What follows belongs to an exercise in optimizing a design on an open flow for small area; a production flow would make more cautious choices.
Only simulation tests tie the RTL to the original design; equivalence was not proved.
Power and IR drop assume default switching activity.

--- flow/constraint.sdc ---
create_clock -name core_clock -period 7.0 [get_ports {clk}]
set_input_delay 1.4000 -clock core_clock [delete_from_list [all_inputs] [get_ports {clk}]]
set_output_delay 1.4000 -clock core_clock [all_outputs]
set_load 0.01 [all_outputs]
--- flow/config.mk ---
export PLATFORM = sky130hd
export DESIGN_NAME = shift_reg
export DESIGN_NICKNAME = shift_reg
export VERILOG_FILES = /design/flow/design.v
export SDC_FILE = /design/flow/constraint.sdc
export NUM_CORES = 4
export LEC_CHECK = 0
export CAP_MARGIN = 20
export CORE_MARGIN = 2
export CORE_UTILIZATION = 40
export CTS_BUF_LIST = sky130_fd_sc_hd__clkbuf_8 sky130_fd_sc_hd__clkbuf_16
export CTS_CLUSTER_DIAMETER = 60
export CTS_CLUSTER_SIZE = 15
export GPL_TIMING_DRIVEN = 0
export SETUP_SLACK_MARGIN = 0.3
export SLEW_MARGIN = 20
export SYNTH_HIERARCHICAL = 1
export SYNTH_MINIMUM_KEEP_SIZE = 0
--- flow/design.v ---
package shift_reg_pkg;
  localparam int DEPTH  = 64;
  localparam int ADDR_W = $clog2(DEPTH);
  localparam int DATA_W = 16;
  typedef logic [DATA_W-1:0] word_t;
  typedef logic [ADDR_W-1:0] addr_t;
endpackage
module shift_reg_tap_mux
#(
  parameter int dataWidth = 16
) (
  input  logic [shift_reg_pkg::DEPTH-1:0][dataWidth-1:0] taps,
  input  logic [shift_reg_pkg::ADDR_W:0]                fill,
  input  logic                                          phase,
  input  shift_reg_pkg::addr_t                          sel,
  output logic [dataWidth-1:0]                          dout
);
  localparam int DEPTH = shift_reg_pkg::DEPTH;
  localparam int NG    = DEPTH / 3;   
  logic [DEPTH-1:0] hit;
  logic             valid;
  logic             vflip;
  shift_reg_rd_dec u_dec (
    .fill (fill),
    .sel  (sel),
    .hit  (hit),
    .valid(valid)
  );
  assign vflip = valid & (phase ^ sel[0]);
  for (genvar b = 0; b < dataWidth; b++) begin : g_bit
    logic [DEPTH-1:0] col;
    logic [NG:0]      grp_n;
    always_comb begin
      for (int j = 0; j < DEPTH; j++) col[j] = taps[j][b];
    end
    for (genvar g = 0; g < NG; g++) begin : g_grp
      shift_reg_aoi3 u_aoi (
        .d  (col[3*g +: 3]),
        .h  (hit[3*g +: 3]),
        .y_n(grp_n[g])
      );
    end
    assign grp_n[NG] = ~(col[DEPTH-1] & hit[DEPTH-1]);
    assign dout[b] = ~&grp_n ^ vflip;
  end
endmodule
module shift_reg_rd_dec (
  input  logic [shift_reg_pkg::ADDR_W:0]     fill,
  input  shift_reg_pkg::addr_t               sel,
  output logic [shift_reg_pkg::DEPTH-1:0]    hit,
  output logic                               valid
);
  logic [7:0] col_n, row_n;
  assign valid = fill[shift_reg_pkg::ADDR_W] | (sel < fill[shift_reg_pkg::ADDR_W-1:0]);
  shift_reg_dec3n u_col (.a(sel[2:0]), .en(1'b1),  .y_n(col_n));
  shift_reg_dec3n u_row (.a(sel[5:3]), .en(valid), .y_n(row_n));
  for (genvar j = 0; j < shift_reg_pkg::DEPTH; j++) begin : g_hit
    shift_reg_nor2 u_hit (.a(row_n[j / 8]), .b(col_n[j % 8]), .y(hit[j]));
  end
endmodule
module shift_reg_dec3n (
  input  logic [2:0] a,
  input  logic       en,
  output logic [7:0] y_n
);
  always_comb begin
    for (int i = 0; i < 8; i++) y_n[i] = ~(en & (a == i));
  end
endmodule
module shift_reg_nor2 (
  input  logic a,
  input  logic b,
  output logic y
);
  assign y = ~(a | b);
endmodule
module shift_reg_aoi3 (
  input  logic [2:0] d,
  input  logic [2:0] h,
  output logic       y_n
);
  assign y_n = ~|(d & h);
endmodule
module shift_reg
#(
  parameter int dataWidth = 16
) (
  input  logic                 clk,
  input  logic                 rst,
  input  logic                 shift,
  input  logic [dataWidth-1:0] din,
  input  shift_reg_pkg::addr_t address,
  output logic [dataWidth-1:0] dout
);
  logic [shift_reg_pkg::DEPTH-1:0][dataWidth-1:0] mem;
  logic [shift_reg_pkg::DEPTH-1:0][dataWidth-1:0] mem_nxt;
  logic [shift_reg_pkg::DEPTH-1:0][dataWidth-1:0] mem_in_n;
  logic [shift_reg_pkg::ADDR_W:0]                 fill;
  logic                                           phase;
  logic                                           shift_n;
  always_ff @(posedge clk) begin
    if (rst) begin
      fill  <= '0;
      phase <= 1'b0;
    end else begin
      if (!shift) phase <= ~phase;
      if (shift && !fill[shift_reg_pkg::ADDR_W]) fill <= fill + 1'b1;
    end
  end
  assign shift_n = ~shift;
  always_comb begin
    mem_in_n[0] = ~(din ^ {dataWidth{phase}});
    for (int k = 1; k < shift_reg_pkg::DEPTH; k++) begin
      mem_in_n[k] = mem[k-1];
    end
  end
  for (genvar k = 0; k < shift_reg_pkg::DEPTH; k++) begin : g_entry
    for (genvar b = 0; b < dataWidth; b++) begin : g_bit
      shift_reg_cell u_cell (
        .sh  (shift),
        .sh_n(shift_n),
        .d_n (mem_in_n[k][b]),
        .q   (mem[k][b]),
        .nxt (mem_nxt[k][b])
      );
    end
  end
  always_ff @(posedge clk) begin
    mem <= mem_nxt;
  end
  shift_reg_tap_mux #(
    .dataWidth(dataWidth)
  ) u_tap_mux (
    .taps (mem),
    .fill (fill),
    .phase(phase),
    .sel  (address),
    .dout (dout)
  );
endmodule
module shift_reg_cell (
  input  logic sh,
  input  logic sh_n,
  input  logic d_n,
  input  logic q,
  output logic nxt
);
  assign nxt = ~((sh_n | d_n) & (sh | q));
endmodule
--- flow/run.sh ---
#!/bin/bash
# synth_recipe.tcl (not shown) runs the flow's synth.tcl, then flattens the netlist and writes it again
# the make line also repeats each setting of config.mk as NAME=value (left out here)
make -C /OpenROAD-flow-scripts/flow DESIGN_CONFIG=/design/flow/config.mk WORK_HOME=/design/flow/orfs CLKGATE_MAP_FILE= SYNTH_SCRIPT=/design/flow/synth_recipe.tcl finish
==> summary.md, run 1 <==
| Metric | Value |
|---|---|
| Final core utilization | approximately 49% |
| Num ports | slightly above 40 |
| Netlist cell types | 34 |
| Fillers | around 6900 |
| RSZ-0062 raised after global routing | false |
| Routed vias/inst | 6.905 |
| YS warnings | 9 |
| Die W | slightly below 300 µm |
| Status | timing/DRC/antenna clean |
| Fin crit period | 6.700 ns |
| Initial Utilization | between 40% and 50% |
| Max FO, Critical Path | 9 |
| Maxcap violations | 0 |
| Buffers & Inverters on Critical Path | 6 |
| Largest net degree at the start of global routing | between 100 and 150 |
| Final worst-path cycle share | a little over nine tenths |
| Worst Path Required | approximately 5.6 ns |
| CTS Hold Bufs | 0 |
| Final TNS setup | 0 ns |
| Sequential area share after synthesis | a little under two thirds |
| Measured slew at the worst slew-check pin | between 1 and 1.5 ns |
| CP Capture Type | output port |
| Gate Count Post-Synth | roughly 2700 |
| Post-route DRC violation count | 0 |
| Initial antenna violation count | 1 |
| Post-Syn Area | 32560 µm² |
| Wirelength per Cell | 26.19 µm |
| Synth Area per Inst | approximately 12 µm² |
| Vias in the first global route | roughly 26000 |
| Final setup fails | 0 |
| First-pass GRT wire length | between 150000 and 200000 µm |
| Synthesis-to-layout area growth | 20.63% |
| Root buffer cell | clkbuf_16 |
| TritonCTS Sinks | 1032 |
| Max Freq | about 150 MHz |
| Area contributors post-synth | dfxtp_1 (63%), o22ai_1 (20%), a222oi_1 (10%), nand4_1 (1.2%), a2111oi_4 (0.85%) |
| Largest stage delay on the critical path | 0.67 ns |
| Peak supply drop | around 0.19 mV |
| Register bit total from synthesis | ~1000 |
| Detail Route Antenna Nets | 0 |
| Core area | between 80000 and 90000 µm² |
| FF+latch area | 20660 µm² |
| TritonRoute pass-1 iters | 10 |
| Num CTS Buffers | 80 |
| Relative slew slack | roughly 30% |
| Post-layout nets | roughly 3000 |
| Top delay family on crit path | simple AND/OR/NAND/NOR gates |
| Slew Limit Fails | 0 |
| Worst Path Arrival | 5.30 ns |
| Final Skew | roughly 0.026 ns |
| CTS tree | built |
| Share of cells above drive strength 1 | 13.78% |
| Final WL | 106100 µm |
| GRT Total Usage | approximately a quarter |
| H-tree lvl count | 3 |
| Worst min-delay path class | reg2reg |
| Hold Vio Cnt, Final | 0 |
| Clock-pin slew on the worst setup and hold paths | approximately 0.060 ns |
| Critical path type | in2out |
| PwrDens | ~330 nW/µm² |
| GR Overflow Total | 0 |
| Clk latency of the worst-skew pair | about 0.66 ns |
| Yosys top cell area share | between 60% and 70% |
| Buffers added on ports | 40 |
| Core Rows | ~100 |
| Iter 0 DRT Violations | around 4100 |
| Leak Pwr | between 10 and 15 nW |
| Die H | around 290 µm |
| Vias | around 28000 |
| Crit start category | input port |
| Crit-path slowest cell | or4_4 |
| CTS Buffer Depth | 3 |
| Multi-input combinational cell area | between 10000 and 15000 µm² |
| Area leader, netlist | dfxtp_1 |
| Crit path cell chain | buf_12 > ha_4 > o211ai_1 > o211ai_1 > buf_4 > nand2_8 > nand4bb_4 > buf_4 > nor2_4 > buf_6 > buf_12 > a222oi_1 > nand4_1 > or4_4 > a2111oi_4 > xor2_2 > buf_2 |
| Hpwl dp | approximately 71000 µm |
| Routability cong. | between 0.8 and 0.9 |
| Die area | approximately 84000 µm² |
-- kinds of logic (layout without fill, tap and decap cells) --
logic type / Yosys count / in the layout / share of synthesized area (%)
AOI/OAI and AO/OA: 1382 / 1382 / 31.24
xor gates and xnor gates: 36 / 36 / 0.9683
adders and majority gates: 6 / 6 / 0.2306
buffers and inverters: 11 / 305 / 0.1537
DFF: 1032 / 1032 / 63.45
muxes: 4 / 4 / 0.1345
other: 1 / 9 / 0.01152
and+or+nand+nor: 213 / 216 / 3.808
-- per-module statistics from Yosys (local to each module, per instance), a selection --
module | cell area [µm²] | flops+latches | copies in the design
shift_reg_aoi3 | 10.01 | 0 | 336
shift_reg_rd_dec | 130.1 | 0 | 1
shift_reg_nor2 | 3.754 | 0 | 64
shift_reg_cell | 6.256 | 0 | 1024
shift_reg | 21010 | 1032 | 1
shift_reg_dec3n | 76.32 | 0 | 2
-- metal layers --
metal  GRT usage [%]  wire [µm]  vias up
met5               0          0        -
met2           38.79      49090     1273
li1                -          -    12520
met3           3.756       8340      202
met4           10.81       4842        0
met1           32.17      43790    13970
-- layout by cell type, fill, tap and decap left out, types with 18 or more instances in the layout --
cell,instances
nand4_1,63
buf_4,52
buf_12,29
nand2_1,18
nor2_4,18
nor2_2,48
dfxtp_1,1032
buf_6,35
a222oi_1,336
clkbuf_16,81
buf_8,33
o22ai_1,1024
-- final cells by class --
type	instances	share of cell area [%]
multi-input cells	1652	31.78
clock inverters	14	0.3727
well taps	1060	3.377
flip-flops and latches	1032	52.60
repair buffers	197	6.495
clock buffers	83	5.230
plain buffers	5	0.07645
diodes	1	0.006371
inverters	6	0.06689
-- report_power, final --
part,switching [W],leakage [nW],internal (W)
clock,0.00206,1.09,0.00214
sequential,0.000811,8.70,0.00681
combinational,0.000526,4.30,0.000570
total,0.00339,14.1,0.00952
-- final timing paths --
check | startpoint | endpoint | slack (ns) | cells after the start
max | address[3] | dout[7] | 0.30 | 17
min | mem[473]$_DFF_P_ | mem[489]$_DFF_P_ | 0.47 | 1
max reg2reg | phase$_SDFFE_PP0N_ | mem[9]$_DFF_P_ | 5.50 | 4
min reg2reg | mem[473]$_DFF_P_ | mem[489]$_DFF_P_ | 0.47 | 1
-- sequential cells by signal, indices dropped and copies added (netlist names) --
register,count
fill,7
phase,1
mem,1024
-- synthesized netlist by cell type, drive strengths merged --
cell type     n
and3          1
nand4bb       6
nand4b        6
mux2i         1
o22ai      1024
nor2         72
conb          1
xnor2        17
dfxtp      1032
nand2        19
nand4        69
nor3b         1
and2b         2
xor2         19
a222oi      336
inv           6
nor2b         2
or4b          2
a21oi         3
nand3b        1
a2111oi      16
mux2          3
or4          16
buf           5
ha            6
nand3        16
a41oi         1
o211ai        2
-- through the flow --
step,power (W),worst slack (ns),hold WS [ns],area (µm²),cells
2_1_floorplan,0.008240,-4.735,0.4412,32590,2692
3_3_place_gp,0.008962,-54.18,0.4489,34320,3792
3_5_place_dp,0.008767,-1.468,0.4578,36050,3886
4_1_cts,0.01293,0.2919,0.4706,38890,4023
5_1_grt,0.01341,0.2275,0.4859,39280,4049
6_report,0.01291,0.3000,0.4700,39280,4050
-- repair_timing --
action                                  in CTS  in global routing
buffers inserted                            34                 24
gates resized for setup                    130                 44
pin swaps                                   65                 59
endpoints found under the setup margin      16                 16
gates cloned                                 6                  2
==> run 2, diff against run 1 <==
==> flow/flow/run.sh (new file) <==
#!/bin/bash
# Layout flow: the standard synthesis and ORFS steps, with these changes:
#  - ports are buffered with buf_2 instead of the resizer's default pick;
#  - the clock tree uses clkbuf_8 leaves on clusters of up to 15 sinks, clkbuf_16
#    above them, and no dummy loads.
# Each step's full output goes to a log file in the work folder.
set -euo pipefail
cd "$(dirname "$0")/.."

bash standard.sh synth > synth.log 2>&1

bash standard.sh \
  "BUFFER_PORTS_ARGS=-buffer_cell sky130_fd_sc_hd__buf_2" \
  "CTS_ARGS=-sink_clustering_enable -repair_clock_nets -dont_use_dummy_load -root_buf sky130_fd_sc_hd__clkbuf_16 -tree_buf sky130_fd_sc_hd__clkbuf_16 -buf_list {sky130_fd_sc_hd__clkbuf_8} -sink_clustering_size 15 -sink_clustering_max_diameter 60" \
  finish > layout.log 2>&1
==> flow/standard.sh (new file) <==
#!/bin/bash
# synth_recipe.tcl (not shown) runs the flow's synth.tcl, then flattens the netlist and writes it again
# the make line also repeats each setting of config.mk as NAME=value (left out here)
make -C /OpenROAD-flow-scripts/flow DESIGN_CONFIG=/design/flow/config.mk WORK_HOME=/design/flow/orfs CLKGATE_MAP_FILE= SYNTH_SCRIPT=/design/flow/synth_recipe.tcl "${@:-finish}"
--- a/flow/config.mk
+++ b/flow/config.mk
@@ -9,7 +9,4 @@
 export CORE_MARGIN = 2
 export CORE_UTILIZATION = 40
-export CTS_BUF_LIST = sky130_fd_sc_hd__clkbuf_8 sky130_fd_sc_hd__clkbuf_16
-export CTS_CLUSTER_DIAMETER = 60
-export CTS_CLUSTER_SIZE = 15
 export GPL_TIMING_DRIVEN = 0
 export SETUP_SLACK_MARGIN = 0.3
removed: flow/run.sh
==> summary.md, run 2 <==
| Metric | Value |
|---|---|
| Commonest cells in the netlist | dfxtp_1 (1032), o22ai_1 (1024), a222oi_1 (336) |
| Register bit total from synthesis | 1032 (unchanged) |
| Biggest register | mem |
| Wirelength per Cell | 26.47 µm (+1.1%) |
| PwrDens | 307.3 nW/µm² (-6.5%) |
| Regs by FF count | mem x1024, fill x7, phase x1 |
| GR Overflow Total | 0 (unchanged) |
| Final Skew | 0.04036 ns (+0.01425 ns) |
| RSZ-0062 raised after global routing | false |
| Ant. Diodes | 0 (-1) |
| Measured slew at the worst slew-check pin | 1.099 ns (+0.05557 ns) |
| Detail Route Antenna Nets | 0 (unchanged) |
| Placed Cells | 3882 (-0.10%) |
| Hold Vio Cnt, Final | 0 (unchanged) |
| Die H | 289.3 µm (unchanged) |
| Final core utilization | 47.27% (-1.5 points) |
| Num CTS Buffers | 82 (+2.5%) |
| Sw power | 0.003164 W (-6.8%) |
| Core Rows | 104 (unchanged) |
| Gate Count Post-Synth | 2685 (unchanged) |
| Max FO, Critical Path | 7 (-2) |
| Max reg flops | 1024 (unchanged) |
| Area leader, netlist | dfxtp_1 |
| Worst Path Required | 5.60 ns (about the same) |
| Die W | 289.3 µm (unchanged) |
| Relative slew slack | 26.69% (-3.7 points) |
| Yosys top cell area share | 63.45% (unchanged) |
| Max Freq | 148.0 MHz (-0.85%) |
| Worst min-delay path class | reg2reg |
| Post-Syn Area | 32560 µm² (unchanged) |
| YS warnings | 9 (unchanged) |
| Post-route DRC violation count | 0 (unchanged) |
| Fin crit period | 6.758 ns (+0.05778 ns) |
| Area contributors post-synth | dfxtp_1 (63%), o22ai_1 (20%), a222oi_1 (10%), nand4_1 (1.2%), a2111oi_4 (0.85%) |
| Final setup fails | 0 (unchanged) |
| Commonest non-fill, non-tap cell in the layout | dfxtp_1 |
| Status | timing/DRC/antenna clean |
| Initial Utilization | 40.43% (unchanged) |
| Leak Pwr | 13.59 nW (-3.6%) |
| TritonCTS Sinks | 1032 (unchanged) |
| Synth Area per Inst | 12.13 µm² (unchanged) |
| Crit start category | input port |
| Pint | 0.008539 W (-10%) |
| Synth async-reset ratio | 0% (unchanged) |
| Sequential area share after synthesis | 63.45% (unchanged) |
| Post-synth EDFFs | 0 (unchanged) |
| Synthesis-to-layout area growth | 16.94% |
| Final setup margin | 0.2422 ns (-0.05777 ns) |
| First-pass GRT wire length | 155400 µm (-1.1%) |
| CTS Buffer Depth | 3 (unchanged) |
| Clk pwr share | 25.6% (-6.9 points) |
| Share of cells above drive strength 1 | 13.74% (-0.042 points) |
| Final WL | 106600 µm (+0.56%) |
| Maxcap violations | 0 (unchanged) |
| Routed vias/inst | 6.959 (+0.78%) |
| DP Worst Slack | -0.2376 ns (+1.230 ns) |
| Post-layout nets | 3002 (-0.10%) |
| Final worst-path cycle share | 96.54% (+0.83 points) |
| GRT Total Usage | 23.93% (-0.24 points) |
| Largest net degree at the start of global routing | 151 (+1.3%) |
| Post-route insts no fill | 4029 (-0.52%) |
| Num ports | 41 (unchanged) |
| H-tree lvl count | 3 (unchanged) |
| Hpwl dp | 70210 µm (-0.84%) |
| Buffers added on ports | 40 (unchanged) |
| CP Capture Type | output port |
| TritonRoute pass-1 iters | 11 (+1) |
| Slew Limit Fails | 0 (unchanged) |
| Initial antenna violation count | 1 (unchanged) |
| Die area | 83700 µm² (unchanged) |
| Netlist cell types | 34 (unchanged) |
| Root buffer cell | clkbuf_16 |
| Sequential power share | 65.1% (+6.1 points) |
| CTS Hold Bufs | 0 (unchanged) |
| Core area | 80550 µm² (unchanged) |
| Iter 0 DRT Violations | 4550 (+9.7%) |
| Vias in the first global route | 25100 (-1.9%) |
| Top_reg_cell synth | dfxtp_1 |
| Routability cong. | 0.8140 (+0.47%) |
| Worst Path Arrival | 5.36 ns (+0.06 ns) |
| Clk latency of the worst-skew pair | 0.62 ns (-0.04 ns) |
| Most frequent cells in the layout | dfxtp_1 (1032), o22ai_1 (1024), a222oi_1 (336), clkbuf_8 (73), nand4_1 (63) |
| Clock-pin slew on the worst setup and hold paths | 0.09 ns (+0.03 ns) |
| Overall power | 0.01170 W (-9.4%) |
| Critical path type | in2out |
| CTS tree | built |
| Net Sw Frac | 27.03% (+0.76 points) |
| Vias | 28040 (+0.26%) |
| Combinational power share | 9.2% (+0.7 points) |
| Most frequent cell after synthesis | dfxtp_1 |
| Peak supply drop | 0.1719 mV (-11%) |
[run 2: cell counts after synthesis]
No cell type changed its count.
[run 2: worst paths after layout]
kind / start / to / slack (ns) / cells past startpoint
hold reg to reg: mem[972]$_DFF_P_ / mem[988]$_DFF_P_ / 0.46 / 1
hold / removal: mem[972]$_DFF_P_ / mem[988]$_DFF_P_ / 0.46 / 1
setup reg to reg: phase$_SDFFE_PP0N_ / mem[6]$_DFF_P_ / 5.49 / 4
setup / recovery: address[3] / dout[12] / 0.24 / 17
[run 2: stage by stage]
stage	cell area (µm²)	hold slack, ns	TNS (ns)
floorplan	32590	0.4412	-4848.14
global placement	34120	0.4485	-
detailed placement	35810	0.4578	-1.185
CTS	37330	0.4564	0
global route	38080	0.4818	0
finish	38080	0.4648	0
[run 2: layer usage]
| metal | routed length [µm] | track usage [%] | share of wire, % |
|---|---|---|---|
| met5 | 13 | 0 | 0.012 |
| met4 | 4820 | 11.15 | 4.5 |
| met3 | 9064 | 4.118 | 8.5 |
| met2 | 48920 | 37.64 | 46 |
| met1 | 43830 | 32.07 | 41 |
[run 2: final cells by class]
| class | instances | area (µm²) |
|---|---|---|
| Sequential cell | 1032 | 20660 |
| Clock buffer | 82 | 1230 |
| Buffer | 5 | 27.53 |
| Multi-Input combinational cell | 1649 | 12420 |
| Inverter | 6 | 26.28 |
| Tap cell | 1060 | 1326 |
| Fill cell | 7093 | 42470 |
| Timing Repair Buffer | 195 | 2389 |
[run 2: worst max-delay path: stages]
cell	delay, ns
buf_12	0.10
ha_4	0.25
o211ai_1	0.08
o211ai_1	0.21
nand2_2	0.19
buf_4	0.20
buf_4	0.13
or4b_4	0.26
nor2_4	0.12
buf_8	0.22
buf_12	0.13
a222oi_1	0.52
nand4_1	0.19
or4_1	0.59
a2111oi_4	0.28
xor2_2	0.26
buf_2	0.19
[run 2: power groups by stage]
stage	Clock (W)	Combinational (W)	Sequential [W]
global placement	0	0.00102	0.00771
floorplan	0	0.000753	0.00749
detailed placement	0	0.00103	0.00771
CTS	0.00308	0.00104	0.00759
finish	0.00300	0.00108	0.00762
global route	0.00330	0.00117	0.00773
[run 2: what timing repair did]
action,CTS,global route
pin swaps,30,59
gates resized for setup,24,60
endpoints found under the setup margin,16,16
setup buffers,17,39
cloned,2,7
[run 2: kinds of logic (layout without fill, tap and decap cells)]
group / after synthesis / count (layout) / synth area share (%)
other: 1 / 8 / 0.01152
flip-flops: 1032 / 1032 / 63.45
multiplexers: 4 / 4 / 0.1345
buffers and inverters: 11 / 288 / 0.1537
AO/OA/AOI/OAI: 1382 / 1382 / 31.24
XOR/XNOR: 36 / 36 / 0.9683
AND/OR/NAND/NOR: 213 / 213 / 3.808
adder cells (fa/ha/maj): 6 / 6 / 0.2306
[run 2: Yosys stat by module, one instance, submodules excluded, a selection]
module	copies in the design	cell area, µm²	flip-flops and latches	cells
shift_reg	1	21010	1032	1078
shift_reg_aoi3	336	10.01	0	1
shift_reg_cell	1024	6.256	0	1
shift_reg_dec3n	2	76.32	0	8
shift_reg_nor2	64	3.754	0	1
shift_reg_rd_dec	1	130.1	0	19
==> run 3, diff against run 2 <==
--- a/flow/design.v
+++ b/flow/design.v
@@ -98,5 +98,4 @@
   logic [shift_reg_pkg::ADDR_W:0]                 fill;
   logic                                           phase;
-  logic                                           shift_n;
   always_ff @(posedge clk) begin
     if (rst) begin
@@ -108,5 +107,4 @@
     end
   end
-  assign shift_n = ~shift;
   always_comb begin
     mem_in_n[0] = ~(din ^ {dataWidth{phase}});
@@ -116,13 +114,12 @@
   end
   for (genvar k = 0; k < shift_reg_pkg::DEPTH; k++) begin : g_entry
-    for (genvar b = 0; b < dataWidth; b++) begin : g_bit
-      shift_reg_cell u_cell (
-        .sh  (shift),
-        .sh_n(shift_n),
-        .d_n (mem_in_n[k][b]),
-        .q   (mem[k][b]),
-        .nxt (mem_nxt[k][b])
-      );
-    end
+    shift_reg_entry #(
+      .dataWidth(dataWidth)
+    ) u_entry (
+      .sh  (shift),
+      .d_n (mem_in_n[k]),
+      .q   (mem[k]),
+      .nxt (mem_nxt[k])
+    );
   end
   always_ff @(posedge clk) begin
@@ -139,4 +136,25 @@
   );
 endmodule
+module shift_reg_entry
+#(
+  parameter int dataWidth = 16
+) (
+  input  logic                 sh,
+  input  logic [dataWidth-1:0] d_n,
+  input  logic [dataWidth-1:0] q,
+  output logic [dataWidth-1:0] nxt
+);
+  logic sh_n;
+  assign sh_n = ~sh;
+  for (genvar b = 0; b < dataWidth; b++) begin : g_bit
+    shift_reg_cell u_cell (
+      .sh  (sh),
+      .sh_n(sh_n),
+      .d_n (d_n[b]),
+      .q   (q[b]),
+      .nxt (nxt[b])
+    );
+  end
+endmodule
 module shift_reg_cell (
   input  logic sh,
==> summary.md, run 3 <==
| Metric | Value |
|---|---|
| Worst min-delay path class | reg2reg |
| CTS tree | built |
| Core area | 81580 µm² (+1.3%) |
| First-pass GRT wire length | 160100 µm (+3.1%) |
| Top delay family on crit path | simple AND/OR/NAND/NOR gates |
| Worst Reg-to-Reg Cells | 4 (unchanged) |
| Post-Syn Area | 32800 µm² (+0.73%) |
| Post-route insts no fill | 4000 (-0.72%) |
| Worst Path Required | 5.60 ns (about the same) |
| Die area | 84300 µm² (+0.72%) |
| Synthesis-to-layout area growth | 12.31% |
| Register bit total from synthesis | 1032 (unchanged) |
| Hold Vio Cnt, Final | 0 (unchanged) |
| Vias in the first global route | 25530 (+1.7%) |
| Core Rows | 105 (+0.96%) |
| Iter 0 DRT Violations | 5143 (+13%) |
| Clk latency of the worst-skew pair | 0.60 ns (-0.02 ns) |
| Fillers | 7445 (+5.0%) |
| Num ports | 41 (unchanged) |
| Max FO, Critical Path | 7 (unchanged) |
| Placed Cells | 3875 (-0.18%) |
| Netlist cell types | 34 (unchanged) |
| R2r endpoint | mem[5]$_DFF_P_ |
| Share of cells above drive strength 1 | 10.51% (-3.2 points) |
| Dpl cell area | 34660 µm² (-3.2%) |
| Critical path type | in2out |
| Detail Route Antenna Nets | 0 (unchanged) |
| PwrDens | 320.1 nW/µm² (+4.1%) |
| CTS Buffer Depth | 3 (unchanged) |
| Commonest non-fill, non-tap cell in the layout | dfxtp_1 |
| Post-synth EDFFs | 0 (unchanged) |
| Leak Pwr | 13.17 nW (-3.1%) |
| Post-layout nets | 2963 (-1.3%) |
| RSZ-0062 raised after global routing | true |
| Relative slew slack | 21.21% (-5.5 points) |
| Largest stage delay on the critical path | 0.62 ns (+0.03 ns) |
| Finished Cell Area | 36840 µm² (-3.3%) |
| Wirelength per Cell | 26.85 µm (+1.4%) |
| Most frequent cell after synthesis | dfxtp_1 |
| Levels on crit path | 15 (-2) |
| GR Overflow Total | 0 (unchanged) |
| H-tree lvl count | 3 (unchanged) |
| Yosys top cell area share | 62.99% (-0.46 points) |
| Die W | 290.3 µm (+0.36%) |
| CP most frequent cell | o211ai_1 |
| Max reg flops | 1024 (unchanged) |
| Peak supply drop | 0.1906 mV (+11%) |
| Routed vias/inst | 6.946 (-0.19%) |
| Synth Area per Inst | 11.94 µm² (-1.6%) |
| Area leader, netlist | dfxtp_1 |
| Fin crit period | 6.838 ns (+0.08062 ns) |
| Status | timing/DRC/antenna clean |
| Final Skew | 0.05809 ns (+0.01774 ns) |
| R2R setup slack | 5.50 ns (about the same) |
| Root buffer cell | clkbuf_16 |
| Final core utilization | 45.15% (-2.1 points) |
| Hpwl dp | 71700 µm (+2.1%) |
| Largest net degree at the start of global routing | 150 (-0.66%) |
| Crit start category | input port |
| Crit-path slowest cell | a222oi_1 |
| Overall power | 0.01179 W (+0.74%) |
| Max Freq | 146.2 MHz (-1.2%) |
| Buffers added on ports | 40 (unchanged) |
| Final WL | 107400 µm (+0.69%) |
| Most frequent cells in the layout | dfxtp_1 (1032), o22ai_1 (1024), a222oi_1 (336), clkbuf_8 (76), inv_1 (69) |
| Regs by FF count | mem x1024, fill x7, phase x1 |
| Slew Limit Fails | 0 (unchanged) |
| CP Capture Type | output port |
| Die H | 290.3 µm (+0.36%) |
| Worst Setup SP | address[3] |
| Initial Utilization | 40.20% (-0.22 points) |
| Sequential area share after synthesis | 62.99% (-0.46 points) |
| Top_reg_cell synth | dfxtp_1 |
| Biggest register | mem |
| Vias | 27790 (-0.91%) |
| Worst Path Arrival | 5.44 ns (+0.08 ns) |
| Buffers & Inverters on Critical Path | 4 (-2) |
| TritonRoute pass-1 iters | 14 (+3) |
| Clock-pin slew on the worst setup and hold paths | 0.09 ns (about the same) |
| Gate Count Post-Synth | 2748 (+2.3%) |
| Area contributors post-synth | dfxtp_1 (63%), o22ai_1 (20%), a222oi_1 (10%), nand4_1 (1.2%), a2111oi_4 (0.84%) |
| Ant. Diodes | 0 (unchanged) |
| Final worst-path cycle share | 97.69% (+1.2 points) |
| Maxcap violations | 0 (unchanged) |
| CTS Hold Bufs | 0 (unchanged) |
| Num CTS Buffers | 85 (+3.7%) |
| Worst setup endpoint | dout[0] |
| GRT Total Usage | 24.13% (+0.21 points) |
| Initial antenna violation count | 0 (-1) |
| Commonest cells in the netlist | dfxtp_1 (1032), o22ai_1 (1024), a222oi_1 (336) |
| Synth async-reset ratio | 0% (unchanged) |
| Post-route DRC violation count | 0 (unchanged) |
| Final setup fails | 0 (unchanged) |
| Routability cong. | 0.9159 (+13%) |
| Worst reg2reg startpoint | phase$_SDFFE_PP0N_ |
| TritonCTS Sinks | 1032 (unchanged) |
| Hold slack final | 0.4188 ns (-0.04603 ns) |
| Measured slew at the worst slew-check pin | 1.177 ns (+0.07897 ns) |
| Crit path cell chain | buf_12 > ha_4 > o211ai_1 > o211ai_1 > buf_4 > nand2_8 > or4b_4 > nor2_4 > buf_6 > a222oi_1 > nand4_1 > or4_4 > a2111oi_4 > xor2_2 > buf_2 |
| YS warnings | 9 (unchanged) |
## run 3: cell types whose count changed after synthesis
cell,delta
inv_1,+63
## run 3: power breakdown
group,switching (W),total (W),internal (W)
clock network,0.00186,0.00307,0.00121
logic,0.000545,0.00108,0.000532
registers,0.000837,0.00764,0.00681
## run 3: worst min-delay path by stage
| stage | from | endpoint | cells after the start |
|---|---|---|---|
| detailed placement | mem[576]$_DFF_P_ | mem[576]$_DFF_P_ | 1 |
| global route | mem[16]$_DFF_P_ | mem[32]$_DFF_P_ | 1 |
| CTS | mem[16]$_DFF_P_ | mem[32]$_DFF_P_ | 1 |
| floorplan | mem[1018]$_DFF_P_ | mem[1018]$_DFF_P_ | 1 |
| finish | mem[16]$_DFF_P_ | mem[32]$_DFF_P_ | 1 |
| global placement | mem[249]$_DFF_P_ | mem[249]$_DFF_P_ | 1 |
## run 3: metal layers
metal | routed length (µm) | global-route usage (%)
met1 | 45370 | 34.02
met2 | 48240 | 36.99
met3 | 10110 | 4.459
met4 | 3665 | 8.549
met5 | 0 | 0
## run 3: modules after synthesis, one instance, submodules excluded, excerpt
module | cells | copies in the design | flops+latches
shift_reg_aoi3 | 1 | 336 | 0
shift_reg_rd_dec | 19 | 1 | 0
shift_reg_nor2 | 1 | 64 | 0
shift_reg_cell | 1 | 1024 | 0
shift_reg | 1077 | 1 | 1032
shift_reg_dec3n | 8 | 2 | 0
## run 3: cell type report
| class | instances | area [µm²] | area share (%) |
|---|---|---|---|
| sequential | 1032 | 20660 | 56.08 |
| multi-input combinational | 1651 | 12450 | 33.80 |
| tap | 1070 | 1339 | 3.634 |
| clock buffer | 85 | 1271 | 3.451 |
| timing repair buffer | 88 | 830.8 | 2.255 |
| inverter | 69 | 259.0 | 0.7031 |
| buffer | 5 | 27.53 | 0.07473 |
## run 3: per-stage QoR
step | setup TNS [ns] | setup WS, ns
after floorplan | 0 | 1.433
after global placement | - | -13.09
after detailed placement | -6.939 | -0.6634
after CTS | 0 | 0.2677
after global routing | 0 | 0.2298
final | 0 | 0.1616
## run 3: repair_timing
action / CTS / global route
gates cloned: 2 / 0
endpoints found under the setup margin: 16 / 16
gates resized for setup: 82 / 23
pin swaps: 88 / 37
setup buffers: 17 / 21
## run 3: kinds of logic (layout without fill, tap and decap cells)
kind of cell	after synthesis	after routing	share of synthesized area [%]
AND/OR/NAND/NOR	213	215	3.781
AO/OA/AOI/OAI	1382	1382	31.02
other	1	8	0.01143
buffers and inverters	74	247	0.8736
adder cells (fa/ha/maj)	6	6	0.2289
multiplexers	4	4	0.1335
flip-flops	1032	1032	62.99
XOR/XNOR	36	36	0.9613
==> run 4, diff against run 3 <==
--- a/flow/design.v
+++ b/flow/design.v
@@ -31,4 +31,7 @@
     logic [DEPTH-1:0] col;
     logic [NG:0]      grp_n;
+    logic [5:0]       any;
+    logic [1:0]       none;
+    logic             raw;
     always_comb begin
       for (int j = 0; j < DEPTH; j++) col[j] = taps[j][b];
@@ -41,6 +44,13 @@
       );
     end
-    assign grp_n[NG] = ~(col[DEPTH-1] & hit[DEPTH-1]);
-    assign dout[b] = ~&grp_n ^ vflip;
+    shift_reg_nand2 u_last (.a(col[DEPTH-1]), .b(hit[DEPTH-1]), .y(grp_n[NG]));
+    for (genvar i = 0; i < 5; i++) begin : g_any
+      shift_reg_nand4 u_any (.a(grp_n[4*i +: 4]), .y(any[i]));
+    end
+    shift_reg_nand2 u_any5 (.a(grp_n[20]), .b(grp_n[21]), .y(any[5]));
+    shift_reg_nor3  u_none0 (.a(any[2:0]), .y(none[0]));
+    shift_reg_nor3  u_none1 (.a(any[5:3]), .y(none[1]));
+    shift_reg_nand2 u_raw (.a(none[0]), .b(none[1]), .y(raw));
+    assign dout[b] = raw ^ vflip;
   end
 endmodule
@@ -53,5 +63,5 @@
   logic [7:0] col_n, row_n;
   assign valid = fill[shift_reg_pkg::ADDR_W] | (sel < fill[shift_reg_pkg::ADDR_W-1:0]);
-  shift_reg_dec3n u_col (.a(sel[2:0]), .en(1'b1),  .y_n(col_n));
+  shift_reg_dec3n_col u_col (.a(sel[2:0]), .y_n(col_n));
   shift_reg_dec3n u_row (.a(sel[5:3]), .en(valid), .y_n(row_n));
   for (genvar j = 0; j < shift_reg_pkg::DEPTH; j++) begin : g_hit
@@ -67,4 +77,31 @@
     for (int i = 0; i < 8; i++) y_n[i] = ~(en & (a == i));
   end
+endmodule
+module shift_reg_dec3n_col (
+  input  logic [2:0] a,
+  output logic [7:0] y_n
+);
+  always_comb begin
+    for (int i = 0; i < 8; i++) y_n[i] = ~(a == i);
+  end
+endmodule
+module shift_reg_nand2 (
+  input  logic a,
+  input  logic b,
+  output logic y
+);
+  assign y = ~(a & b);
+endmodule
+module shift_reg_nand4 (
+  input  logic [3:0] a,
+  output logic       y
+);
+  assign y = ~&a;
+endmodule
+module shift_reg_nor3 (
+  input  logic [2:0] a,
+  output logic       y
+);
+  assign y = ~|a;
 endmodule
 module shift_reg_nor2 (
--- a/flow/flow/run.sh
+++ b/flow/flow/run.sh
@@ -1,4 +1,5 @@
 #!/bin/bash
 # Layout flow: the standard synthesis and ORFS steps, with these changes:
+#  - after synthesis, every logic cell is set to its smallest size;
 #  - ports are buffered with buf_2 instead of the resizer's default pick;
 #  - the clock tree uses clkbuf_8 leaves on clusters of up to 15 sinks, clkbuf_16
@@ -10,4 +11,8 @@
 bash standard.sh synth > synth.log 2>&1
 
+SYNTH_ODB=$PWD/orfs/results/$FLOW_PLATFORM/shift_reg/base/1_synth.odb \
+  openroad -no_init -exit flow/downsize.tcl > downsize.log 2>&1
+touch orfs/results/$FLOW_PLATFORM/shift_reg/base/1_synth.sdc
+
 bash standard.sh \
   "BUFFER_PORTS_ARGS=-buffer_cell sky130_fd_sc_hd__buf_2" \
==> flow/flow/downsize.tcl (new file) <==
# Set every logic cell of the synthesized netlist to the smallest-area size of
# its type; placement-time repair then sizes up what timing, slew and load
# need, using real placement instead of synthesis's rough load model.
set odb $::env(SYNTH_ODB)
read_db $odb
set db [ord::get_db]
set block [ord::get_db_block]
array set best {}
foreach lib [$db getLibs] {
  foreach m [$lib getMasters] {
    set name [$m getName]
    if {![regexp {^(sky130_fd_sc_hd__[a-z0-9]+)_([0-9]+)$} $name -> base size]} continue
    set area [expr {[$m getWidth] * [$m getHeight]}]
    if {![info exists best($base)]} {
      set best($base) [list $m $area $size]
    } else {
      lassign $best($base) bm barea bsize
      if {$area < $barea || ($area == $barea && $size < $bsize)} {
        set best($base) [list $m $area $size]
      }
    }
  }
}
set n 0
foreach inst [$block getInsts] {
  set name [[$inst getMaster] getName]
  if {![regexp {^(sky130_fd_sc_hd__[a-z0-9]+)_([0-9]+)$} $name -> base size]} continue
  if {[regexp {^sky130_fd_sc_hd__(df|edf|sdf|dl|clk|conb|tap|fill|decap|diode)} $base]} continue
  set m [lindex $best($base) 0]
  if {[$m getName] ne $name} {
    $inst swapMaster $m
    incr n
  }
}
puts "resized $n cells to their smallest size"
write_db $odb
==> summary.md, run 4 <==
| Metric | Value |
|---|---|
| Hold Vio Cnt, Final | 0 (unchanged) |
| Area contributors post-synth | dfxtp_1 (63%), o22ai_1 (20%), a222oi_1 (10%), nand4_1 (1.6%), nor3_2 (0.98%) |
| Worst Reg-to-Reg Cells | 4 (unchanged) |
| Peak supply drop | 0.1519 mV (-20%) |
| Area leader, netlist | dfxtp_1 |
| Final core utilization | 44.54% (-0.61 points) |
| Critical path type | in2out |
| Fillers | 7321 (-1.7%) |
| Sequential area share after synthesis | 63.04% (about the same) |
| Core area | 80550 µm² (-1.3%) |
| Most frequent cell after synthesis | dfxtp_1 |
| CTS Buffer Depth | 3 (unchanged) |
| Die W | 289.1 µm (-0.44%) |
| Buffers & Inverters on Critical Path | 2 (-2) |
| Worst Path Required | 5.60 ns (about the same) |
| PwrDens | 324.0 nW/µm² (+1.2%) |
| Num ports | 41 (unchanged) |
| Crit-path slowest cell | a222oi_1 |
| Routed vias/inst | 6.671 (-4.0%) |
| Top_reg_cell synth | dfxtp_1 |
| Max Freq | 150.9 MHz (+3.2%) |
| Final WL | 96710 µm (-9.9%) |
| Post-Syn Area | 32500 µm² (-0.90%) |
| Commonest non-fill, non-tap cell in the layout | dfxtp_1 |
| Final Skew | 0.05887 ns (+0.0007734 ns) |
| Synthesis-to-layout area growth | 10.39% |
| Share of cells above drive strength 1 | 7.419% (-3.1 points) |
| Placed Cells | 3895 (+0.52%) |
| Top delay family on crit path | simple AND/OR/NAND/NOR gates |
| Post-route insts no fill | 3986 (-0.35%) |
| Max reg flops | 1024 (unchanged) |
| Die H | 289.1 µm (-0.44%) |
| TritonCTS Sinks | 1032 (unchanged) |
| Fin crit period | 6.627 ns (-0.2117 ns) |
| Maxcap violations | 0 (unchanged) |
| Netlist cell types | 34 (unchanged) |
| Final setup fails | 0 (unchanged) |
| Largest stage delay on the critical path | 0.84 ns (+0.22 ns) |
| GRT Total Usage | 22.20% (-1.9 points) |
| Measured slew at the worst slew-check pin | 1.180 ns (+0.002537 ns) |
| Detail Route Antenna Nets | 0 (unchanged) |
| Routability cong. | 0.8416 (-8.1%) |
| Vias in the first global route | 25160 (-1.5%) |
| Relative slew slack | 21.04% (-0.17 points) |
| Initial antenna violation count | 0 (unchanged) |
| Core Rows | 104 (-0.95%) |
| Max FO, Critical Path | 16 (+9) |
| Slew Limit Fails | 0 (unchanged) |
| YS chip area | 32770 µm² |
| Worst Path Arrival | 5.23 ns (-0.21 ns) |
| Hpwl dp | 64530 µm (-10%) |
| Buffers added on ports | 40 (unchanged) |
| Synth Area per Inst | 11.70 µm² (-2.0%) |
| Hold slack final | 0.4516 ns (+0.03277 ns) |
| CP Capture Type | output port |
| Regs by FF count | mem x1024, fill x7, phase x1 |
| Iter 0 DRT Violations | 4327 (-16%) |
| Hold Path Stages | 1 (unchanged) |
| RSZ-0062 raised after global routing | true |
| Die area | 83550 µm² (-0.89%) |
| Register bit total from synthesis | 1032 (unchanged) |
| Status | timing/DRC/antenna clean |
| Post-route DRC violation count | 0 (unchanged) |
| Final worst-path cycle share | 94.67% (-3.0 points) |
| CTS tree | built |
| Most frequent cells in the layout | dfxtp_1 (1032), o22ai_1 (1024), a222oi_1 (336), nand4_1 (84), clkbuf_8 (71) |
| Yosys top cell area share | 63.04% (about the same) |
| Worst min-delay path class | reg2reg |
| TritonRoute pass-1 iters | 14 (unchanged) |
| Post-synth EDFFs | 0 (unchanged) |
| GR Overflow Total | 0 (unchanged) |
| Root buffer cell | clkbuf_16 |
| Clock-pin slew on the worst setup and hold paths | 0.07 ns (-0.02 ns) |
| Initial Utilization | 40.35% (+0.15 points) |
| Wirelength per Cell | 24.26 µm (-9.6%) |
| Clk latency of the worst-skew pair | 0.62 ns (+0.02 ns) |
| Gate Count Post-Synth | 2778 (+1.1%) |
| Levels on crit path | 13 (-2) |
| Crit path cell chain | buf_2 > ha_1 > o211ai_1 > o211ai_1 > nand2_4 > nand4bb_4 > nor2_2 > a222oi_1 > nand4_1 > nor3_4 > nand2_1 > xnor2_1 > buf_2 |
| YS warnings | 10 (+1) |
| Synth async-reset ratio | 0% (unchanged) |
| Vias | 26590 (-4.3%) |
| Leak Pwr | 12.87 nW (-2.3%) |
| Crit start category | input port |
| Post-layout nets | 2958 (-0.17%) |
| Biggest register | mem |
| H-tree lvl count | 3 (unchanged) |
| Commonest cells in the netlist | dfxtp_1 (1032), o22ai_1 (1024), a222oi_1 (336) |
| Num CTS Buffers | 80 (-5.9%) |
| Largest net degree at the start of global routing | 147 (-2.0%) |
| First-pass GRT wire length | 147900 µm (-7.6%) |
[run 4: worst paths after layout]
check                           slack (ns)          startpoint           endpoint
worst min-delay path                  0.45   mem[1023]$_DFF_P_  mem[1023]$_DFF_P_
worst max register to register        5.17  phase$_SDFFE_PP0N_    mem[11]$_DFF_P_
worst max-delay path                  0.37          address[3]           dout[11]
worst min register to register        0.45   mem[1023]$_DFF_P_  mem[1023]$_DFF_P_
[run 4: through the flow]
| step | instance area, µm² | power, W | setup TNS (ns) | worst slack [ns] |
|---|---|---|---|---|
| 6_report | 35880 | 0.01162 | 0 | 0.3733 |
| 4_1_cts | 35740 | 0.01167 | 0 | 0.3154 |
| 3_5_place_dp | 34430 | 0.008741 | -1.565 | -0.4198 |
| 5_1_grt | 35880 | 0.01212 | 0 | 0.2861 |
| 3_3_place_gp | 34030 | 0.008810 | - | -13.56 |
| 2_1_floorplan | 32500 | 0.008169 | 0 | 1.750 |
[run 4: layout make-up]
cell class                      count  area (µm²)  share of cell area, %
Clock buffer                       80        1202                  3.351
Multi-Input combinational cell   1673       11790                  32.86
Antenna cell                        1       2.502               0.006974
Sequential cell                  1032       20660                  57.58
Inverter                           69       259.0                 0.7219
Timing Repair Buffer               67       625.6                  1.744
Tap cell                         1060        1326                  3.696
Buffer                              4       15.01                0.04185
[run 4: repair_timing]
action / CTS / global route
hold buffers: 0 / 0
gates resized for setup: 25 / 7
endpoints found under the setup margin: 16 / 16
setup buffers: 1 / 8
pin swaps: 4 / 7
[run 4: kinds of logic (layout without fill, tap and decap cells)]
logic type	after synthesis	in the layout	synth area share (%)
flip-flops	1032	1032	63.04
other	0	1	0
XOR/XNOR	36	36	1.191
AND/OR/NAND/NOR	261	261	4.566
buffers and inverters	73	220	0.9049
AO/OA/AOI/OAI	1366	1366	29.93
adder cells (fa/ha/maj)	6	6	0.2291
multiplexers	4	4	0.1336
[run 4: report_power, final]
group	internal [W]	total, W	switching, W
sequential	0.00681	0.00757	0.000760
clock	0.00115	0.00297	0.00182
combinational	0.000520	0.00109	0.000570
[run 4: modules after synthesis (local to each module, per instance), a selection]
module,cells inside,flops+latches
shift_reg,1077,1032
shift_reg_nor3,1,0
shift_reg_aoi3,1,0
shift_reg_dec3n_col,8,0
shift_reg_dec3n,8,0
shift_reg_nor2,1,0
shift_reg_cell,1,0
[run 4: routing by layer]
| metal | GRT usage, % | routed length [µm] |
|---|---|---|
| met1 | 30.93 | 42510 |
| met2 | 35.56 | 44200 |
| met3 | 3.787 | 7925 |
| met4 | 6.108 | 2067 |
| met5 | 0 | 0 |
[run 4: worst register-to-register path: cells and delay by family (launching register included)]
kind	cells	cell delay, ns
buffers and inverters	2	0.97
flip-flops	1	0.35
XOR/XNOR	1	0.28
AO/OA/AOI/OAI	1	0.14
==> run 5, diff against run 4 <==
--- a/flow/config.mk
+++ b/flow/config.mk
@@ -10,5 +10,5 @@
 export CORE_UTILIZATION = 40
 export GPL_TIMING_DRIVEN = 0
-export SETUP_SLACK_MARGIN = 0.3
+export SETUP_SLACK_MARGIN = 0.15
 export SLEW_MARGIN = 20
 export SYNTH_HIERARCHICAL = 1
==> summary.md, run 5 <==
| Metric | Value |
|---|---|
| GRT Total Usage | 22.20% (about the same) |
| Combinational power share | 9.4% (about the same) |
| Area leader, netlist | dfxtp_1 |
| GR Overflow Total | 0 (unchanged) |
| Hold Vio Cnt, Final | 0 (unchanged) |
| Hpwl dp | 64530 µm (unchanged) |
| Die W | 289.1 µm (unchanged) |
| Max Freq | 149.0 MHz (-1.3%) |
| CTS Hold Bufs | 0 (unchanged) |
| Post-layout nets | 2956 (-0.068%) |
| Num ports | 41 (unchanged) |
| Crit-path slowest cell | a222oi_1 |
| Sequential power share | 65.1% (about the same) |
| First-pass GRT wire length | 147800 µm (about the same) |
| Regs by FF count | mem x1024, fill x7, phase x1 |
| Worst min-delay path class | reg2reg |
| Pint | 0.008473 W (about the same) |
| Sw power | 0.003151 W (about the same) |
| Netlist cell types | 34 (unchanged) |
| Worst Reg-to-Reg Cells | 4 (unchanged) |
| Leak Pwr | 12.86 nW (about the same) |
| CTS Buffer Depth | 3 (unchanged) |
| Share of cells above drive strength 1 | 7.219% (-0.20 points) |
| TritonRoute pass-1 iters | 13 (-1) |
| Yosys top cell area share | 63.04% (unchanged) |
| DP Worst Slack | -0.4198 ns (unchanged) |
| CTS tree | built |
| Final worst-path cycle share | 95.90% (+1.2 points) |
| Most frequent cell after synthesis | dfxtp_1 |
| Final Skew | 0.05764 ns (-0.001224 ns) |
| Die area | 83550 µm² (unchanged) |
| Die H | 289.1 µm (unchanged) |
| Max FO, Critical Path | 16 (unchanged) |
| Commonest cells in the netlist | dfxtp_1 (1032), o22ai_1 (1024), a222oi_1 (336) |
| Core Rows | 104 (unchanged) |
| Core area | 80550 µm² (unchanged) |
| Biggest register | mem |
| Measured slew at the worst slew-check pin | 1.194 ns (+0.01362 ns) |
| Synth async-reset ratio | 0% (unchanged) |
| RSZ-0062 raised after global routing | false |
| Peak supply drop | 0.1517 mV (-0.16%) |
| Initial Utilization | 40.35% (unchanged) |
| Most frequent cells in the layout | dfxtp_1 (1032), o22ai_1 (1024), a222oi_1 (336), nand4_1 (84), clkbuf_8 (71) |
| Clk pwr share | 25.5% (about the same) |
| Final WL | 96840 µm (+0.14%) |
| Crit path cell chain | buf_2 > ha_1 > o211ai_1 > o211ai_1 > nand2_2 > nand4bb_2 > nor2_2 > a222oi_1 > nand4_1 > nor3_2 > nand2_1 > xnor2_1 > buf_2 |
| Num CTS Buffers | 80 (unchanged) |
| Status | timing/DRC/antenna clean |
| Sequential area share after synthesis | 63.04% (unchanged) |
| Gate Count Post-Synth | 2778 (unchanged) |
| Worst Path Arrival | 5.31 ns (+0.08 ns) |
| Final setup fails | 0 (unchanged) |
| Clk latency of the worst-skew pair | 0.62 ns (about the same) |
| Register bit total from synthesis | 1032 (unchanged) |
| YS chip area | 32770 µm² (unchanged) |
| Buffers added on ports | 40 (unchanged) |
| Vias | 26620 (+0.12%) |
| Post-Syn Area | 32500 µm² (unchanged) |
| Synth Area per Inst | 11.70 µm² (unchanged) |
| Synthesis-to-layout area growth | 10.25% |
| Routed vias/inst | 6.684 (+0.20%) |
| Relative slew slack | 20.13% (-0.91 points) |
| Max reg flops | 1024 (unchanged) |
| H-tree lvl count | 3 (unchanged) |
| CP Capture Type | output port |
| Largest net degree at the start of global routing | 147 (unchanged) |
| Fin crit period | 6.713 ns (+0.08611 ns) |
| YS warnings | 10 (unchanged) |
| Net Sw Frac | 27.11% (about the same) |
| Vias in the first global route | 25140 (-0.060%) |
| Fillers | 7317 (-0.055%) |
| Ant. Diodes | 0 (-1) |
| Clock-pin slew on the worst setup and hold paths | 0.07 ns (about the same) |
| Hold slack final | 0.4550 ns (+0.003457 ns) |
| Worst Path Required | 5.60 ns (about the same) |
| Crit start category | input port |
| Maxcap violations | 0 (unchanged) |
| Iter 0 DRT Violations | 4444 (+2.7%) |
| Routability cong. | 0.8416 (unchanged) |
| Wirelength per Cell | 24.31 µm (+0.21%) |
| Final TNS setup | 0 ns (unchanged) |
| PwrDens | 324.4 nW/µm² (+0.13%) |
| Critical path type | in2out |
| Commonest non-fill, non-tap cell in the layout | dfxtp_1 |
| Hold Path Stages | 1 (unchanged) |
| Largest stage delay on the critical path | 0.76 ns (-0.08 ns) |
| Final setup margin | 0.2872 ns (-0.08611 ns) |
| Root buffer cell | clkbuf_16 |
| Post-synth EDFFs | 0 (unchanged) |
| Detail Route Antenna Nets | 0 (unchanged) |
| Slew Limit Fails | 0 (unchanged) |
| Area contributors post-synth | dfxtp_1 (63%), o22ai_1 (20%), a222oi_1 (10%), nand4_1 (1.6%), nor3_2 (0.98%) |
| Post-route DRC violation count | 0 (unchanged) |
| TritonCTS Sinks | 1032 (unchanged) |
| Top_reg_cell synth | dfxtp_1 |
| Initial antenna violation count | 0 (unchanged) |
[run 5: cell counts after synthesis]
No cell type changed its count.
[run 5: worst max-delay path: cells and delay by family]
family                     cells  cell delay (ns)
AOI/OAI and AO/OA              3             1.04
xor gates and xnor gates       1             0.23
adders and majority gates      1             0.34
buffers and inverters          2             0.38
and+or+nand+nor                6             1.89
[run 5: worst paths after layout]
| check | from | end | slack (ns) |
|---|---|---|---|
| max | address[3] | dout[14] | 0.29 |
| min | mem[1023]$_DFF_P_ | mem[1023]$_DFF_P_ | 0.46 |
| max reg2reg | phase$_SDFFE_PP0N_ | mem[11]$_DFF_P_ | 5.17 |
| min reg2reg | mem[1023]$_DFF_P_ | mem[1023]$_DFF_P_ | 0.46 |
[run 5: cells by family after synthesis]
group           after synthesis  synth area share (%)
mux                           4                0.1336
compound gates             1366                 29.93
buf+inv                      73                0.9049
fa+ha+maj                     6                0.2291
simple gates                261                 4.566
flops                      1032                 63.04
xor+xnor                     36                 1.191
[run 5: power by group through the flow]
stage | clock network, W | registers, W | logic, W
floorplan | 0 | 0.00745 | 0.000720
global placement | 0 | 0.00768 | 0.00113
finish | 0.00297 | 0.00757 | 0.00109
CTS | 0.00305 | 0.00755 | 0.00107
global route | 0.00325 | 0.00768 | 0.00119
detailed placement | 0 | 0.00768 | 0.00107
[run 5: area by class of cell]
cell class	count	area, µm²	area share [%]
inverters	69	259.0	0.7228
well taps	1060	1326	3.701
plain buffers	4	15.01	0.04190
flip-flops and latches	1032	20660	57.66
clock buffers	80	1202	3.356
repair buffers	65	610.6	1.704
multi-input cells	1673	11760	32.82
[run 5: per-layer routing]
metal  wire [µm]  track usage, %  part of all wire [%]  up-vias
met5           0               0                     0        -
met4        2002           6.108                   2.1        0
met3        7548           3.780                   7.8      132
met1       43120           30.93                    45    13060
li1            -               -                     -    12400
met2       44170           35.54                    46     1034
[run 5: Yosys stat by module, one instance, submodules excluded, a selection]
| module | cells | flops+latches |
|---|---|---|
| shift_reg_nand4 | 1 | 0 |
| shift_reg_nand2 | 1 | 0 |
| shift_reg_dec3n_col | 8 | 0 |
| shift_reg_cell | 1 | 0 |
| shift_reg_rd_dec | 18 | 0 |
| shift_reg | 1077 | 1032 |
| shift_reg_nor3 | 1 | 0 |
| shift_reg_nor2 | 1 | 0 |
| shift_reg_dec3n | 8 | 0 |
| shift_reg_aoi3 | 1 | 0 |
[run 5: stage by stage]
stage	instances	total power, W	cell area (µm²)	utilization (%)
2_1_floorplan	2778	0.008169	32500	-
3_3_place_gp	3878	0.008810	34030	42.25
3_5_place_dp	3895	0.008741	34430	42.75
4_1_cts	3975	0.01167	35710	44.33
5_1_grt	3983	0.01212	35830	44.49
6_report	3983	0.01162	35830	44.49
[run 5: timing repair]
item                       4_1_cts  5_1_grt
setup endpoints to repair       10       15
gates resized for setup         20        3
pin swaps                        2        4
buffers inserted                 0        6
hold endpoints to repair         0        0
==> run 6, diff against run 5 <==
--- a/flow/config.mk
+++ b/flow/config.mk
@@ -6,10 +6,10 @@
 export NUM_CORES = 4
 export LEC_CHECK = 0
-export CAP_MARGIN = 20
+export CAP_MARGIN = 5
 export CORE_MARGIN = 2
 export CORE_UTILIZATION = 40
 export GPL_TIMING_DRIVEN = 0
 export SETUP_SLACK_MARGIN = 0.15
-export SLEW_MARGIN = 20
+export SLEW_MARGIN = 5
 export SYNTH_HIERARCHICAL = 1
 export SYNTH_MINIMUM_KEEP_SIZE = 0
==> summary.md, run 6 <==
| Metric | Value |
|---|---|
| YS warnings | 10 (unchanged) |
| Hpwl dp | 63750 µm (-1.2%) |
| Yosys top cell area share | 63.04% (unchanged) |
| Crit start category | input port |
| Netlist cell types | 34 (unchanged) |
| Die H | 289.1 µm (unchanged) |
| Placed Cells | 3895 (unchanged) |
| Core area | 80550 µm² (unchanged) |
| Area leader, netlist | dfxtp_1 |
| Sequential area share after synthesis | 63.04% (unchanged) |
| Post-Synth Simple-Gate Area | 4.566% (unchanged) |
| Measured slew at the worst slew-check pin | 1.332 ns (+0.1379 ns) |
| H-tree lvl count | 3 (unchanged) |
| Status | timing/DRC/antenna clean |
| Final setup fails | 0 (unchanged) |
| Max FO, Critical Path | 16 (unchanged) |
| Register bit total from synthesis | 1032 (unchanged) |
| Most frequent cells in the layout | dfxtp_1 (1032), o22ai_1 (1024), a222oi_1 (336), nand4_1 (84), clkbuf_8 (71) |
| Top_reg_cell synth | dfxtp_1 |
| GRT Total Usage | 22.24% (+0.038 points) |
| Hold Vio Cnt, Final | 0 (unchanged) |
| Regs by FF count | mem x1024, fill x7, phase x1 |
| Multiplexer share of the synthesized area | 0.1336% (unchanged) |
| Biggest register | mem |
| Adder-Cell Fraction of Synth Area | 0.2291% (unchanged) |
| Root buffer cell | clkbuf_16 |
| Final worst-path cycle share | 96.64% (+0.75 points) |
| Synth async-reset ratio | 0% (unchanged) |
| Detail Route Antenna Nets | 0 (unchanged) |
| CTS Buffer Depth | 3 (unchanged) |
| Area contributors post-synth | dfxtp_1 (63%), o22ai_1 (20%), a222oi_1 (10%), nand4_1 (1.6%), nor3_2 (0.98%) |
| TritonCTS Sinks | 1032 (unchanged) |
| Vias | 26650 (+0.11%) |
| Ant. Diodes | 0 (unchanged) |
| Levels on crit path | 13 (unchanged) |
| Slew Limit Fails | 0 (unchanged) |
| Worst Path Arrival | 5.37 ns (+0.06 ns) |
| Max reg flops | 1024 (unchanged) |
| Buffers & Inverters on Critical Path | 2 (unchanged) |
| Worst hold endpoint | mem[1013]$_DFF_P_ |
| Clk latency of the worst-skew pair | 0.60 ns (-0.02 ns) |
| Num ports | 41 (unchanged) |
| R2r endpoint | mem[11]$_DFF_P_ |
| Gate Count Post-Synth | 2778 (unchanged) |
| Fin crit period | 6.765 ns (+0.05221 ns) |
| Peak supply drop | 0.1473 mV (-2.9%) |
| Maxcap violations | 0 (unchanged) |
| Largest stage delay on the critical path | 1.07 ns (+0.31 ns) |
| Xor/xnor cell area share of the yosys netlist | 1.191% (unchanged) |
| Buffers added on ports | 40 (unchanged) |
| Core Rows | 104 (unchanged) |
| TritonRoute pass-1 iters | 13 (unchanged) |
| Crit-path slowest cell | a222oi_1 |
| Wirelength per Cell | 24.32 µm (about the same) |
| Leak Pwr | 12.83 nW (-0.18%) |
| Synthesis-to-layout area growth | 9.990% |
| Post-layout nets | 2950 (-0.20%) |
| Post-synth EDFFs | 0 (unchanged) |
| Post-route insts no fill | 3977 (-0.15%) |
| Iter 0 DRT Violations | 4385 (-1.3%) |
| Worst min-delay path class | reg2reg |
| Commonest non-fill, non-tap cell in the layout | dfxtp_1 |
| Post-Syn Area | 32500 µm² (unchanged) |
| Routed vias/inst | 6.702 (+0.26%) |
| First-pass GRT wire length | 147900 µm (about the same) |
| Commonest cells in the netlist | dfxtp_1 (1032), o22ai_1 (1024), a222oi_1 (336) |
| Initial Utilization | 40.35% (unchanged) |
| Initial antenna violation count | 0 (unchanged) |
| Relative slew slack | 10.90% (-9.2 points) |
| Hold Path Stages | 1 (unchanged) |
| Top delay family on crit path | simple AND/OR/NAND/NOR gates |
| Die area | 83550 µm² (unchanged) |
| PwrDens | 324.9 nW/µm² (+0.17%) |
| YS chip area | 32770 µm² (unchanged) |
| Vias in the first global route | 25160 (+0.080%) |
| Clock-pin slew on the worst setup and hold paths | 0.08 ns (about the same) |
| Max Freq | 147.8 MHz (-0.77%) |
| GR Overflow Total | 0 (unchanged) |
| Worst Reg-to-Reg Cells | 4 (unchanged) |
| Die W | 289.1 µm (unchanged) |
| Final Skew | 0.03324 ns (-0.02440 ns) |
| Worst reg2reg startpoint | phase$_SDFFE_PP0N_ |
| Critical path type | in2out |
| Worst Path Required | 5.60 ns (about the same) |
| Num CTS Buffers | 80 (unchanged) |
| Synth Area per Inst | 11.70 µm² (unchanged) |
| Synth Area in Compound Gates | 29.93% (unchanged) |
| Post-route DRC violation count | 0 (unchanged) |
| CP Capture Type | output port |
| Final WL | 96740 µm (-0.11%) |
| Share of cells above drive strength 1 | 6.342% (-0.88 points) |
| Largest net degree at the start of global routing | 172 (+17%) |
| Routability cong. | 0.8416 (unchanged) |
| Largest family of logic cells by synthesized area | compound AO/OA/AOI/OAI gates |
| R2R setup slack | 5.17 ns (about the same) |
| Worst hold start | mem[1013]$_DFF_P_ |
| RSZ-0062 raised after global routing | false |
| CTS tree | built |
| Crit path cell chain | buf_2 > ha_1 > o211ai_1 > o211ai_1 > nand2_4 > nand4b_1 > nor2_1 > a222oi_1 > nand4_1 > nor3_1 > nand2_1 > xnor2_1 > buf_2 |
| Dpl cell area | 34400 µm² (about the same) |
| Most frequent cell after synthesis | dfxtp_1 |
| Finished Cell Area | 35750 µm² (-0.23%) |
-- run 6: cell counts after synthesis --
Identical to the previous run, type by type.
-- run 6: logic make-up after synthesis --
logic type / after synthesis
muxes: 4
DFF: 1032
and+or+nand+nor: 261
AOI/OAI and AO/OA: 1366
xor gates and xnor gates: 36
adders and majority gates: 6
buffers and inverters: 73
-- run 6: how the worst max path moves through the flow --
stage | end | start | slack [ns]
after floorplan | dout[0] | address[5] | 1.75
after global placement | mem[459]$_DFF_P_ | shift | -13.56
after detailed placement | dout[11] | address[3] | -0.49
after CTS | dout[7] | address[5] | 0.17
after global routing | dout[11] | address[3] | 0.20
final | dout[10] | address[3] | 0.23
-- run 6: routing by layer --
layer	wire (µm)	GRT usage [%]	part of all wire, %
met4	2420	7.062	2.5
met5	0	0	0
met1	42970	31.51	44
met3	7414	3.189	7.7
met2	43930	34.99	45
-- run 6: timing repair --
item                                    in CTS  in global routing
pin swaps                                    1                  4
buffers inserted                             0                  1
endpoints found under the setup margin      15                 13
hold buffers                                 0                  0
resized for setup                           10                 22
-- run 6: layout make-up --
type / instances / area, µm²
repair buffers: 59 / 556.8
fillers: 7363 / 44800
clock buffers: 80 / 1202
multi-input cells: 1673 / 11730
inverters: 69 / 259.0
plain buffers: 4 / 15.01
flip-flops and latches: 1032 / 20660
well taps: 1060 / 1326
-- run 6: power breakdown --
group	internal, W	switching (W)	total, W	leakage (nW)
clock	0.00115	0.00181	0.00296	0.621
combinational	0.000517	0.000566	0.00108	3.51
sequential	0.00681	0.000762	0.00757	8.70
total	0.00847	0.00314	0.0116	12.8
-- run 6: Yosys stat by module (local to each module, per instance), excerpt --
module / cells / flip-flops and latches
shift_reg: 1077 / 1032
shift_reg_nand2: 1 / 0
shift_reg_dec3n: 8 / 0
shift_reg_nor2: 1 / 0
shift_reg_nand4: 1 / 0
shift_reg_aoi3: 1 / 0
shift_reg_dec3n_col: 8 / 0
shift_reg_rd_dec: 18 / 0
-- run 6: metrics by stage --
stage | hold slack [ns] | util [%] | total power [W] | setup TNS (ns) | setup slack [ns]
final | 0.4560 | 44.38 | 0.01162 | 0 | 0.2350
after global routing | 0.4605 | 44.38 | 0.01213 | 0 | 0.2039
after CTS | 0.4542 | 44.26 | 0.01167 | 0 | 0.1677
after floorplan | 0.4226 | - | 0.008169 | 0 | 1.750
after detailed placement | 0.4419 | 42.71 | 0.008740 | -2.029 | -0.4950
after global placement | 0.4387 | 42.25 | 0.008810 | - | -13.56

what the ideal ports hide:
No port has a modelled driver above. Below, the same layouts with a new extraction and two added sets of constraints.
Step 1 (the two cells are an assumption about what drives the block):
set clk [get_ports {clk}]
set_driving_cell -lib_cell sky130_fd_sc_hd__clkbuf_16 $clk
set_driving_cell -lib_cell sky130_fd_sc_hd__buf_2 [delete_from_list [all_inputs] $clk]
Step 2, shift: input delay + t, output delay - t, t = (earliest + latest rising clock arrival at the registers) / 2. This alone moves slack from input paths to output paths.
Three values: ideal, step 1, step 2; two values: the first two.
run | t (ns) | setup slack, ns | clock arrival spread, ns
run 1 | 0.704 | 0.300 / 0.250 / 0.250 | 0.029 / 0.030
run 2 | 0.645 | 0.242 / 0.196 / 0.196 | 0.075 / 0.075
run 3 | 0.657 | 0.162 / 0.097 / 0.097 | 0.097 / 0.097
run 4 | 0.660 | 0.373 / 0.350 / 0.350 | 0.067 / 0.067
run 5 | 0.659 | 0.287 / 0.264 / 0.264 | 0.063 / 0.063
run 6 | 0.647 | 0.235 / 0.216 / 0.216 | 0.044 / 0.044
After both steps every run listed still meets setup and hold. The setup slack of run 3, which loses most, moves by -0.065 ns with the drivers and by -0.065 ns with both steps.
